What follows belongs to an exercise in optimizing a design on an open flow for small area, a short achievable clock period and few clock cycles per item; a production flow would make more cautious choices.
RTL that was checked went through simulation tests only; none was proved equivalent to the original.
Power is estimated from default activity; no workload was simulated.

==> flow/design.v <==
`default_nettype none
module matmul_adder_tree_pipe (
  input  logic         clk,
  input  logic         rst_n,
  input  logic         in_valid,
  output logic         in_ready,
  input  logic [431:0] prod,
  input  logic         in_last,
  input  logic         accum_en,
  output logic         out_valid,
  input  logic         out_ready,
  output logic [215:0] mult,
  output logic [8:0]   sat_flag,
  output logic [7:0]   beat_cnt
);
  logic        w_en;
  logic        w_fire;
  logic        r_vld;
  logic        r_close;
  logic [17:0] r_tree [9];
  logic        r_idle;        
  logic        r_fresh;
  logic [7:0]  r_cnt;
  logic [8:0]  r_sat;
  logic [23:0] r_acc [9];
  logic [23:0] w_next [9];
  logic [8:0]  w_ovf;
  assign w_en     = r_idle | out_ready;
  assign in_ready = w_en;
  assign w_fire   = w_en & r_vld;
  generate
    for (genvar i = 0; i < 3; i++) begin : g_row
      for (genvar j = 0; j < 3; j++) begin : g_col
        localparam int e = i*3 + j;
        logic signed [17:0] w_t;
        logic signed [24:0] w_s;
        assign w_t = 18'($signed(prod[((i*3+0)*3+j)*16 +: 16]))
                   + 18'($signed(prod[((i*3+1)*3+j)*16 +: 16]))
                   + 18'($signed(prod[((i*3+2)*3+j)*16 +: 16]));
        always_ff @(posedge clk) begin
          if (w_en) r_tree[e] <= w_t;
        end
        matmul_adder_tree_pipe_skl #(.N(25)) u_add_s (
          .a(25'($signed(r_acc[e]))), .b(25'($signed(r_tree[e]))), .sum(w_s));
        assign w_ovf[e]  = ~r_fresh & (w_s[24] ^ w_s[23]);
        assign w_next[e] = r_fresh ? 24'($signed(r_tree[e])) :
                           (w_s[24] ^ w_s[23]) ? {w_s[24], {23{~w_s[24]}}} : w_s[23:0];
      end
    end
  endgenerate
  always_ff @(posedge clk) begin
    if (w_en) r_close <= in_last | ~accum_en;
  end
  always_ff @(posedge clk or negedge rst_n) begin
    if (!rst_n) begin
      r_vld       <= 1'b0;
      r_idle      <= 1'b1;
      r_fresh     <= 1'b1;
    end else if (w_en) begin
      r_vld       <= in_valid;
      r_idle      <= ~(r_vld & r_close);
      if (r_vld) r_fresh <= r_close;
    end
  end
  always_ff @(posedge clk) begin
    if (w_fire) begin
      for (int e = 0; e < 9; e++) r_acc[e] <= w_next[e];
      r_sat <= r_fresh ? w_ovf : (r_sat | w_ovf);
      r_cnt <= r_fresh ? 8'd1 : (r_cnt + {7'd0, ~&r_cnt});
    end
  end
  assign out_valid = ~r_idle;
  for (genvar e = 0; e < 9; e++) begin : g_out
    assign mult[e*24 +: 24] = r_acc[e];
  end
  assign sat_flag = r_sat;
  assign beat_cnt = r_cnt;
endmodule
module matmul_adder_tree_pipe_skl #(
  parameter int N = 8
) (
  input  logic [N-1:0] a,
  input  logic [N-1:0] b,
  output logic [N-1:0] sum
);
  localparam int L = $clog2(N);
  logic [N-1:0] g [L+1];
  logic [N-1:0] p [L+1];
  assign g[0] = a & b;
  assign p[0] = a ^ b;
  for (genvar l = 0; l < L; l++) begin : g_lvl
    for (genvar i = 0; i < N; i++) begin : g_bit
      if ((i >> l) & 1) begin : g_op
        localparam int j = ((i >> l) << l) - 1;
        assign g[l+1][i] = g[l][i] | (p[l][i] & g[l][j]);
        assign p[l+1][i] = p[l][i] & p[l][j];
      end else begin : g_pass
        assign g[l+1][i] = g[l][i];
        assign p[l+1][i] = p[l][i];
      end
    end
  end
  assign sum = p[0] ^ {g[L][N-2:0], 1'b0};
endmodule
`default_nettype wire
export LEC_CHECK = 0
export ABC_AREA = 1
export CAP_MARGIN = 20
export CORE_MARGIN = 2
export CORE_UTILIZATION = 58
export CTS_BUF_LIST = sky130_fd_sc_hd__clkbuf_2 sky130_fd_sc_hd__clkbuf_4 sky130_fd_sc_hd__clkbuf_8
export CTS_CLUSTER_DIAMETER = 60
export CTS_CLUSTER_SIZE = 14
export SETUP_SLACK_MARGIN = 1.9
export SLEW_MARGIN = 20
create_clock -name core_clock -period 4.5 [get_ports {clk}]
standard.sh (not shown) runs the stock make flow with config.mk's settings and CLKGATE_MAP_FILE= SYNTH_SCRIPT=/design/flow/synth_recipe.tcl, a recipe that flattens the netlist after the stock synthesis.
==> flow/flow/run.sh <==
#!/bin/bash
set -euo pipefail
export BUFFER_PORTS_ARGS="-buffer_cell sky130_fd_sc_hd__buf_1"
bash standard.sh > standard_flow.log 2>&1
Next try:
--- a/flow/design.v
+++ b/flow/design.v
@@ -18,14 +18,14 @@
   logic        r_vld;
   logic        r_close;
   logic [17:0] r_tree [9];
-  logic        r_idle;        
+  logic        r_out_valid;
   logic        r_fresh;
   logic [7:0]  r_cnt;
   logic [8:0]  r_sat;
   logic [23:0] r_acc [9];
   logic [23:0] w_next [9];
   logic [8:0]  w_ovf;
-  assign w_en     = r_idle | out_ready;
+  assign w_en     = ~r_out_valid | out_ready;
   assign in_ready = w_en;
   assign w_fire   = w_en & r_vld;
   generate
@@ -54,11 +54,11 @@
   always_ff @(posedge clk or negedge rst_n) begin
     if (!rst_n) begin
       r_vld       <= 1'b0;
-      r_idle      <= 1'b1;
+      r_out_valid <= 1'b0;
       r_fresh     <= 1'b1;
     end else if (w_en) begin
       r_vld       <= in_valid;
-      r_idle      <= ~(r_vld & r_close);
+      r_out_valid <= r_vld & r_close;
       if (r_vld) r_fresh <= r_close;
     end
   end
@@ -69,7 +69,7 @@
       r_cnt <= r_fresh ? 8'd1 : (r_cnt + {7'd0, ~&r_cnt});
     end
   end
-  assign out_valid = ~r_idle;
+  assign out_valid = r_out_valid;
   for (genvar e = 0; e < 9; e++) begin : g_out
     assign mult[e*24 +: 24] = r_acc[e];
   end
After rerunning: Global-route usage came out higher by 0.44 points; hold slack is worse by 0.39 ns; via count increases by about 1.1%; flip-flop and latch count does not change; worst setup slack hardly moves; total power rises by about 6%; cell area stays flat; fmax stays flat; critical path depth drops by 1; synthesized cell count increases by about 0.6%.
Testbench counts after the change, summed over its fixed seeds: cycles 16,016, items 16,000.
Function not checked in the first run of this note: the RTL went through the layout flow alone.

-- re-timing with driven ports --
How much do the figures lean on ideal ports? The routed layouts below were timed once more, with nothing changed but the port constraints.
Step 1 sets driving cells, clkbuf_16 on the clock port and buf_2 on the other inputs (assumed; they add their load-dependent delay and slew).
Step 2 times the ports against the registers' clock, not the clock port: input delays grow and output delays shrink by t, the midpoint of the rising clock arrivals with the driver on.
a / b / c = ideal / step 1 / step 2; a / b = the first two.
run	shift t [ns]	setup WS [ns]	clock arrival spread, ns	worst data-port slew with drivers (ns)
the first run	0.693	1.979 / 1.931 / 1.310	0.040 / 0.040	0.12
the second run	0.695	1.980 / 1.938 / 1.327	0.035 / 0.035	0.10
After both steps setup and hold are still met in every run listed. The setup slack of the first run, which loses most, moves by -0.048 ns with the drivers and by -0.669 ns with both steps.
